From an optimization exercise on the open Yosys and OpenROAD flow, aimed at small area and a short achievable clock period; shortcuts taken in it are not production practice. Only simulation tests tie the RTL to the original design; equivalence was not proved. Power figures rest on the tool's default switching activity, not on a simulated workload.

File: run.sh
#!/bin/bash
# synth_recipe.tcl (not shown) runs the flow's synth.tcl, then flattens the netlist and writes it again
# the make line also repeats each setting of config.mk as NAME=value (left out here)
make -C /OpenROAD-flow-scripts/flow DESIGN_CONFIG=/design/flow/config.mk WORK_HOME=/design/flow/orfs CLKGATE_MAP_FILE= SYNTH_SCRIPT=/design/flow/synth_recipe.tcl finish
File: config.mk
export PLATFORM = sky130hd
export DESIGN_NAME = singleInstruction
export DESIGN_NICKNAME = singleInstruction
export VERILOG_FILES = /design/flow/design.v
export SDC_FILE = /design/flow/constraint.sdc
export NUM_CORES = 4
export LEC_CHECK = 0
export CAP_MARGIN = 20
export CORE_MARGIN = 2
export CORE_UTILIZATION = 30
export PLACE_DENSITY = 0.4
export SLEW_MARGIN = 20
File: constraint.sdc
create_clock -name core_clock -period 13.0 [get_ports {clk}]
set_input_delay 2.6000 -clock core_clock [delete_from_list [all_inputs] [get_ports {clk}]]
set_output_delay 2.6000 -clock core_clock [all_outputs]
set_load 0.01 [all_outputs]
File: design.v
package rvPkg;
    typedef logic [31:0] word_t;
    typedef logic [4:0] regAddr_t;
    typedef logic [7:0] memByte_t;
    localparam int REG_COUNT = 32;
    localparam int MEM_BYTES = 64;
    localparam int MEM_ADDR_BITS = $clog2(MEM_BYTES);
    typedef logic [MEM_ADDR_BITS-1:0] memAddr_t;
    localparam logic [6:0] OPCODE_LUI = 7'b0110111;
    localparam logic [6:0] OPCODE_JAL = 7'b1101111;
    localparam logic [6:0] OPCODE_LOAD = 7'b0000011;
    localparam logic [6:0] OPCODE_STORE = 7'b0100011;
    localparam logic [6:0] OPCODE_IMM = 7'b0010011;
    localparam logic [6:0] OPCODE_REG = 7'b0110011;
    localparam logic [6:0] OPCODE_BRANCH = 7'b1100011;
    typedef logic [3:0] aluOp_t;
    localparam aluOp_t ALU_ADD = 4'b0000;
    localparam aluOp_t ALU_SLL = 4'b0001;
    localparam aluOp_t ALU_SLT = 4'b0010;
    localparam aluOp_t ALU_SLTU = 4'b0011;
    localparam aluOp_t ALU_XOR = 4'b0100;
    localparam aluOp_t ALU_SRL = 4'b0101;
    localparam aluOp_t ALU_OR = 4'b0110;
    localparam aluOp_t ALU_AND = 4'b0111;
    localparam aluOp_t ALU_SUB = 4'b1000;
    localparam aluOp_t ALU_EQ = 4'b1001;
    localparam aluOp_t ALU_SRA = 4'b1101;
    typedef logic [0:0] aluSrc_t;
    localparam aluSrc_t REGISTER = 1'b0;
    localparam aluSrc_t IMMEDIATE = 1'b1;
    typedef logic [1:0] wbSrc_t;
    localparam wbSrc_t ALU_RESULT = 2'b00;
    localparam wbSrc_t UPPER_IMMEDIATE = 2'b01;
    localparam wbSrc_t PC_NEXT = 2'b10;
    localparam wbSrc_t MAIN_MEMORY = 2'b11;
    typedef logic [1:0] writePattern_t;
    localparam writePattern_t WORD = 2'b00;
    localparam writePattern_t BYTE_SIGNED = 2'b01;
    localparam writePattern_t BYTE_UNSIGNED = 2'b10;
    localparam writePattern_t NONE = 2'b11;
    typedef logic [2:0] memWidth_t;
    localparam memWidth_t WIDTH_BYTE = 3'b000;
    localparam memWidth_t WIDTH_HALF = 3'b001;
    localparam memWidth_t WIDTH_WORD = 3'b010;
endpackage
`timescale 1ns/1ps
module controlUnit (
    input rvPkg::word_t instruction,
    output rvPkg::aluOp_t aluOp,
    output rvPkg::aluSrc_t aluSrc,
    output rvPkg::wbSrc_t wbSrc,
    output rvPkg::writePattern_t writePattern,
    output logic regWriteEnable,
    output logic memWrite,
    output rvPkg::memWidth_t memWidth,
    output rvPkg::word_t imm
);
    logic [6:0] opcode;
    logic [2:0] funct3;
    logic [6:0] funct7;
    logic isSrai;
    assign opcode = instruction[6:0];
    assign funct3 = instruction[14:12];
    assign funct7 = instruction[31:25];
    assign isSrai = (opcode == rvPkg::OPCODE_IMM) && (funct3 == 3'b101) && funct7[5];
    always_comb begin
        aluOp = rvPkg::ALU_ADD;
        aluSrc = rvPkg::IMMEDIATE;
        wbSrc = rvPkg::ALU_RESULT;
        writePattern = rvPkg::NONE;
        regWriteEnable = 1'b0;
        memWrite = 1'b0;
        memWidth = funct3;
        case (opcode)
            rvPkg::OPCODE_LUI: begin
                wbSrc = rvPkg::UPPER_IMMEDIATE;
                writePattern = rvPkg::WORD;
                regWriteEnable = 1'b1;
            end
            rvPkg::OPCODE_JAL: begin
                wbSrc = rvPkg::PC_NEXT;
                writePattern = rvPkg::WORD;
                regWriteEnable = 1'b1;
            end
            rvPkg::OPCODE_LOAD: begin
                wbSrc = rvPkg::MAIN_MEMORY;
                regWriteEnable = 1'b1;
                case (funct3)
                    3'b000: writePattern = rvPkg::BYTE_SIGNED;
                    3'b100: writePattern = rvPkg::BYTE_UNSIGNED;
                    default: writePattern = rvPkg::WORD;
                endcase
            end
            rvPkg::OPCODE_STORE: begin
                memWrite = 1'b1;
            end
            rvPkg::OPCODE_IMM: begin
                aluOp = {isSrai, funct3};
                writePattern = rvPkg::WORD;
                regWriteEnable = 1'b1;
            end
            rvPkg::OPCODE_REG: begin
                aluOp = {funct7[5], funct3};
                aluSrc = rvPkg::REGISTER;
                writePattern = rvPkg::WORD;
                regWriteEnable = 1'b1;
            end
            rvPkg::OPCODE_BRANCH: begin
                aluSrc = rvPkg::REGISTER;
                case (funct3[2:1])
                    2'b10: aluOp = rvPkg::ALU_SLT;
                    2'b11: aluOp = rvPkg::ALU_SLTU;
                    default: aluOp = rvPkg::ALU_EQ;
                endcase
            end
            default: ;
        endcase
    end
    always_comb begin
        case (opcode)
            rvPkg::OPCODE_IMM: imm = isSrai ? {27'b0, instruction[24:20]}
                                          : {{20{instruction[31]}}, instruction[31:20]};
            rvPkg::OPCODE_LOAD: imm = {{20{instruction[31]}}, instruction[31:20]};
            rvPkg::OPCODE_STORE: imm = {{20{instruction[31]}}, funct7, instruction[11:7]};
            default: imm = '0;
        endcase
    end
endmodule
`timescale 1ns/1ps
module registerFile (
    input logic clk,
    input logic reset,
    input rvPkg::regAddr_t readAddrA,
    input rvPkg::regAddr_t readAddrB,
    input logic writeEnable,
    input rvPkg::regAddr_t writeAddr,
    input rvPkg::word_t writeData,
    input rvPkg::writePattern_t writePattern,
    output rvPkg::word_t readDataA,
    output rvPkg::word_t readDataB
);
    rvPkg::word_t regs [0:rvPkg::REG_COUNT-1];
    rvPkg::word_t shapedData;
    logic doWrite;
    assign readDataA = (readAddrA == '0) ? '0 : regs[readAddrA];
    assign readDataB = (readAddrB == '0) ? '0 : regs[readAddrB];
    always_comb begin
        case (writePattern)
            rvPkg::BYTE_SIGNED: shapedData = {{24{writeData[7]}}, writeData[7:0]};
            rvPkg::BYTE_UNSIGNED: shapedData = {24'b0, writeData[7:0]};
            default: shapedData = writeData;
        endcase
    end
    assign doWrite = writeEnable && (writeAddr != '0) && (writePattern != rvPkg::NONE);
    always_ff @(posedge clk) begin
        if (reset) begin
            for (int i = 0; i < rvPkg::REG_COUNT; i++) begin
                regs[i] <= '0;
            end
        end else if (doWrite) begin
            regs[writeAddr] <= shapedData;
        end
    end
endmodule
`timescale 1ns/1ps
module alu (
    input rvPkg::aluOp_t op,
    input rvPkg::word_t left,
    input rvPkg::word_t right,
    output rvPkg::word_t result
);
    logic [4:0] shamt;
    logic signedLess;
    logic unsignedLess;
    assign shamt = right[4:0];
    assign signedLess = $signed(left) < $signed(right);
    assign unsignedLess = left < right;
    always_comb begin
        case (op)
            rvPkg::ALU_ADD: result = left + right;
            rvPkg::ALU_SUB: result = left - right;
            rvPkg::ALU_SLL: result = left << shamt;
            rvPkg::ALU_SRL: result = left >> shamt;
            rvPkg::ALU_SRA: result = $unsigned($signed(left) >>> shamt);
            rvPkg::ALU_SLT: result = {31'b0, signedLess};
            rvPkg::ALU_SLTU: result = {31'b0, unsignedLess};
            rvPkg::ALU_EQ: result = {31'b0, left == right};
            rvPkg::ALU_XOR: result = left ^ right;
            rvPkg::ALU_OR: result = left | right;
            rvPkg::ALU_AND: result = left & right;
            default: result = '0;
        endcase
    end
endmodule
`timescale 1ns/1ps
module dataMemory (
    input logic clk,
    input logic reset,
    input rvPkg::word_t address,
    input rvPkg::word_t writeData,
    input logic writeEnable,
    input rvPkg::memWidth_t width,
    output rvPkg::word_t readData
);
    rvPkg::memByte_t mem [0:rvPkg::MEM_BYTES-1];
    rvPkg::memAddr_t base;
    rvPkg::memAddr_t byteAddr [0:3];
    assign base = address[rvPkg::MEM_ADDR_BITS-1:0];
    always_comb begin
        for (int i = 0; i < 4; i++) begin
            byteAddr[i] = base + i[rvPkg::MEM_ADDR_BITS-1:0];
        end
    end
    assign readData = {mem[byteAddr[3]], mem[byteAddr[2]], mem[byteAddr[1]], mem[byteAddr[0]]};
    always_ff @(posedge clk) begin
        if (writeEnable && !reset) begin
            case (width)
                rvPkg::WIDTH_HALF: begin
                    mem[byteAddr[0]] <= writeData[7:0];
                    mem[byteAddr[1]] <= writeData[15:8];
                end
                rvPkg::WIDTH_WORD: begin
                    mem[byteAddr[0]] <= writeData[7:0];
                    mem[byteAddr[1]] <= writeData[15:8];
                    mem[byteAddr[2]] <= writeData[23:16];
                    mem[byteAddr[3]] <= writeData[31:24];
                end
                default: begin
                    mem[byteAddr[0]] <= writeData[7:0];
                end
            endcase
        end
    end
endmodule
`timescale 1ns/1ps
module singleInstruction (
    input logic clk,
    input logic reset,
    input rvPkg::word_t instruction,
    input rvPkg::word_t pcNext,
    output rvPkg::word_t aluResult
);
    rvPkg::regAddr_t rs1;
    rvPkg::regAddr_t rs2;
    rvPkg::regAddr_t rd;
    rvPkg::word_t rs1Data;
    rvPkg::word_t rs2Data;
    rvPkg::word_t aluRight;
    rvPkg::word_t upperImm;
    rvPkg::word_t memReadData;
    rvPkg::word_t regWriteData;
    rvPkg::aluOp_t ctrlAluOp;
    rvPkg::aluSrc_t ctrlAluSrc;
    rvPkg::wbSrc_t ctrlWbSrc;
    rvPkg::writePattern_t ctrlWritePattern;
    logic ctrlRegWriteEnable;
    logic ctrlMemWrite;
    rvPkg::memWidth_t ctrlMemWidth;
    rvPkg::word_t ctrlImm;
    assign rd = instruction[11:7];
    assign rs1 = instruction[19:15];
    assign rs2 = instruction[24:20];
    assign upperImm = {instruction[31:12], 12'b0};
    controlUnit decode (
        .instruction(instruction),
        .aluOp(ctrlAluOp), .aluSrc(ctrlAluSrc), .wbSrc(ctrlWbSrc),
        .writePattern(ctrlWritePattern), .regWriteEnable(ctrlRegWriteEnable),
        .memWrite(ctrlMemWrite), .memWidth(ctrlMemWidth), .imm(ctrlImm)
    );
    registerFile regFile (
        .clk(clk), .reset(reset),
        .readAddrA(rs1), .readAddrB(rs2),
        .writeEnable(ctrlRegWriteEnable), .writeAddr(rd),
        .writeData(regWriteData), .writePattern(ctrlWritePattern),
        .readDataA(rs1Data), .readDataB(rs2Data)
    );
    assign aluRight = (ctrlAluSrc == rvPkg::IMMEDIATE) ? ctrlImm : rs2Data;
    alu aluUnit (.op(ctrlAluOp), .left(rs1Data), .right(aluRight), .result(aluResult));
    dataMemory mainMemory (
        .clk(clk), .reset(reset),
        .address(aluResult), .writeData(rs2Data),
        .writeEnable(ctrlMemWrite), .width(ctrlMemWidth),
        .readData(memReadData)
    );
    always_comb begin
        case (ctrlWbSrc)
            rvPkg::UPPER_IMMEDIATE: regWriteData = upperImm;
            rvPkg::PC_NEXT: regWriteData = pcNext;
            rvPkg::MAIN_MEMORY: regWriteData = memReadData;
            default: regWriteData = aluResult;
        endcase
    end
endmodule
==> metrics list <==
* Run status: timing/DRC/antenna clean
* Worst-case clock buffer depth: 4
- Number of global-route vias before repair: 111k
- Static power due to leakage: 0.0521 µW
- In this run, the number of DRC markers left after iteration 0 of detailed routing was 17.6k.
* Total negative slack for setup checks: 0 ns
- After synthesis, the share of cell area in mux cells is 19.4%.
* Fraction of final layout cells sized beyond drive strength 1: 21.6%
- At the end of the flow, the number of nets in the layout was 13.1k.
* Overall routed net length: 837 mm
* Area used by multi-input combinational logic: 0.0658 mm²
* Global routing usage on met1: 50.3%
- For met2 alone, demand over resource in global routing was 62.1%.
- Top flip-flop cell by instance count after synthesis: edfxtp_1
* Detail Placement HPWL: 604 mm
- Total Die Area: 0.398 mm²
* VDD IR-drop max: 0.116 mV
- Worst endpoint required time: 10.40 ns
* Length of the first detailed-routing pass in iterations: 9
- After routing the design area is 0.141 mm².
* Clock sink count: 1536
- The congestion estimate from routability-driven global placement came to 1.06.
* Clock buffer count from CTS: 195
- Post-synthesis register bit count: 1536
- The largest total area in the synthesized netlist belongs to edfxtp_1.
* Area inside the core boundary: 0.392 mm²
* Sequential share of the synthesized area: 39.1%
- Count of standard-cell rows: 230
- Tcrit/Tclk final: 97.5%
- By instance count, the leading cell after synthesis is nand2_1.
- Setup Viol. Count Final: 0
- Number of routed nets with antenna violations: 0
- TritonCTS clock tree: yes
* Post-Syn Instances: 12.4k
* Slew HR: 8.73%
- Detail-routed net length per standard cell: 45.5 µm
- Maximum number of pins on one net before global-route repair: 135
* Pwr dens: 134 mW/mm²
* Worst-path clk slew: 0.06 ns
- On the final layout, the worst clock skew is 0.147 ns.
- From left edge to right edge, the die measures 631 µm.
- Cell chosen for the clock root: clkbuf_16
- A synthesized cell averages 9.49 µm².
- Across the run, the number of max-cap violations was 0.
* Vert. Die Dim: 631 µm
- Top area cells in the synthesized netlist: edfxtp_1, mux4_2, nand2_1, mux2i_1, o21ai_0
* Unrepaired setup endpoints after global routing: no
- Crit Path Max Fanout: 57
* Top cells by count, synth: nand2_1, edfxtp_1, nor2_1
- Number of flops mapped to enable cells by yosys: 1536
- Kind of end point of the critical path: output port
- The initial utilization of the core area, before any placement, comes to 30.1%.
- Post-layout minimum cycle time: 12.67 ns
- Type of the worst setup path: primary input to output port
- At the pin with the least slew margin, the transition time is 1.36 ns.
- STA classifies the critical path startpoint as a primary input.
- Antenna violations before repair: 91
- The first global-routing pass estimated 1090 mm of wire.
* Port Buf Inserts: 97
- Type of the tightest min-delay check: register to register
- In this run, post-CTS hold repair placed 0 buffers.
- Of the total synthesized cell area, the portion taken by AND, OR, NAND and NOR gates is 17.5%.
- After synthesis, the largest family of logic cells by area is multiplexers.
- Count of pins over their slew limit: 0
- Area share of the leading cell type in the synthesized netlist: 39.1%
- The placed instances occupy a cell area of 0.135 mm².
- Fraction of synthesized cell area in xor and xnor cells: 0.345%
- Number of levels the H-tree was split into: 4
- Final Hold Fails: 0
- Total gr overflow: 0
- After synthesis the cells add up to 0.118 mm².
* Max frequency: 78.9 MHz
- From synthesis to final layout, the design area changed by 20.0%.
- Worst-skew pair later-pin latency: 1.01 ns
- Vias per cell: 6.45
- Summing the areas of all compound-gate instances in the mapped netlist gives 16.3% of the synthesized area.
- After global routing, the most crowded layer is met2.
- In this run, distinct cell masters in the synthesized netlist total 136.
- Pin placement for this block handled 98 I/O pins.
- Worst EP arrival: 10.07 ns
* Fraction of met3 tracks used by global routing: 8.91%
* GR Util All Layers: 40.8%
- Via total after detailed routing: 119k
- The layout has 39.5k filler cells.
- Sequential standard cell area: 0.0461 mm²
- Yosys printed 6 warnings.
- Adder-Cell Fraction of Synth Area: 1.19%
* Synth async-reset ratio: 0%
- In the routed design, unresolved DRC markers number 0.
==> per-layer routing <==
metal | part of all wire [%] | vias up
li1 | - | 47500
met1 | 38 | 60800
met2 | 44 | 8153
met3 | 9.2 | 2175
met4 | 9.3 | 48
met5 | 0.042 | -
==> path summary, 6_finish.rpt <==
| check | cells past startpoint | to | slack [ns] | startpoint |
|---|---|---|---|---|
| hold reg to reg | 6 | regFile.regs[21][22] | 1.49 | mainMemory.mem[57][6] |
| setup reg to reg | 30 | regFile.regs[24][24] | 2.53 | regFile.regs[19][27] |
| hold / removal | 6 | regFile.regs[21][22] | 1.49 | mainMemory.mem[57][6] |
| setup / recovery | 19 | aluResult[0] | 0.33 | instruction[16] |
==> flip-flops by register name, indices dropped and copies added, names as in the netlist <==
| name | flops |
|---|---|
| mainMemory.mem | 512 |
| regFile.regs | 1024 |
==> cell usage in the layout, fill, tap and decap left out, drive strengths merged, types with 36 or more instances in the layout <==
cell type	instances
clkinv	104
mux4	607
nor2	1163
o21ai	1054
nand2	2318
edfxtp	1536
nor3	201
nand3	509
and3	75
nand4	68
o211ai	426
ha	109
diode	55
o22ai	63
nor2b	56
and2	165
a32oi	50
clkdlybuf4s50	86
clkbuf	225
a21oi	549
a22oi	137
mux2i	848
a31oi	114
buf	1537
mux2	53
o221ai	36
a211oi	83
nand2b	53
inv	153
o2111ai	38
==> kinds of logic (layout without fill, tap and decap cells) <==
kind of cell / count (synthesis) / after routing
other: 1 / 87
multiplexers: 1508 / 1508
adder cells (fa/ha/maj): 111 / 111
flip-flops: 1536 / 1536
buffers and inverters: 1464 / 2130
AND/OR/NAND/NOR: 4764 / 4764
AO/OA/AOI/OAI: 2998 / 2998
XOR/XNOR: 40 / 40
==> layout make-up <==
type                    count  area share, %
well taps                5220           4.62
multi-input cells        9453           46.5
clock inverters           128          0.861
diodes                     55         0.0973
repair buffers           1623           11.3
flip-flops and latches   1536           32.6
inverters                 154          0.423
clock buffers             225           3.55
==> stage by stage <==
stage	util [%]	setup slack [ns]	hold WS (ns)	instances	total power, µW
finish	36.1	0.327	1.49	18400	19000
global placement	34.5	0.0607	1.48	18000	13200
CTS	36.1	0.348	1.46	18300	18700
detailed placement	34.5	0.141	1.47	18000	13200
global route	36.1	0.124	1.48	18400	19200
floorplan	-	0.0721	0.932	12500	9140
==> timing repair <==
| action | 4_1_cts | 5_1_grt |
|---|---|---|
| buffers inserted | 0 | 0 |
| resized for setup | 0 | 1 |
| hold endpoints to repair | 0 | 0 |
| setup endpoints to repair | 0 | 1 |
==> worst max-delay path: stages <==
cell and delay [ns]:
buf_8 0.54, mux4_2 0.70, a32oi_1 0.45, nand4_1 0.77, and2_1 0.69, ha_1 0.54
nor4_1 0.58, buf_4 0.23, and4_1 0.33, o21ai_0 0.41, o211ai_1 0.30, and3_1 0.19
a31oi_1 0.04, buf_4 0.16, or2_2 0.33, and4_4 0.20, buf_4 0.24, inv_8 0.10
clkdlybuf4s50_1 0.53
==> power breakdown <==
| part | switching, µW | internal, µW | total, µW |
|---|---|---|---|
| clock | 2450 | 3120 | 5570 |
| combinational | 5320 | 2430 | 7750 |
| sequential | 68.8 | 5600 | 5670 |
| total | 7830 | 11200 | 19000 |

[re-timing with driven ports]
In the flow no input, the clock included, has a driving cell. The finished layout below was timed again as built, in two steps.
Step 1: set_driving_cell puts a clkbuf_16 on clk and a buf_2 on each other input, an assumption about the parent block.
Step 2 adds t to the input delays and takes it off the output delays; t is the mean of the earliest and latest rising clock arrival at the registers after step 1. Input paths then give back, and output paths get back, about the clock's delay inside the block.
a / b / c = ideal / step 1 / step 2; a / b = the first two.
t, ns: 1.058
slack for setup (ns): 0.327 / 0.279 / -0.430
worst setup path after step 2: input to register
clock arrival spread, ns: 0.146 / 0.147
cell pins on the clock port's net: 1
Met with ideal ports but missed after step 2: setup timing in this run. The setup slack of this run moves by -0.048 ns with the drivers and by -0.757 ns with both steps.
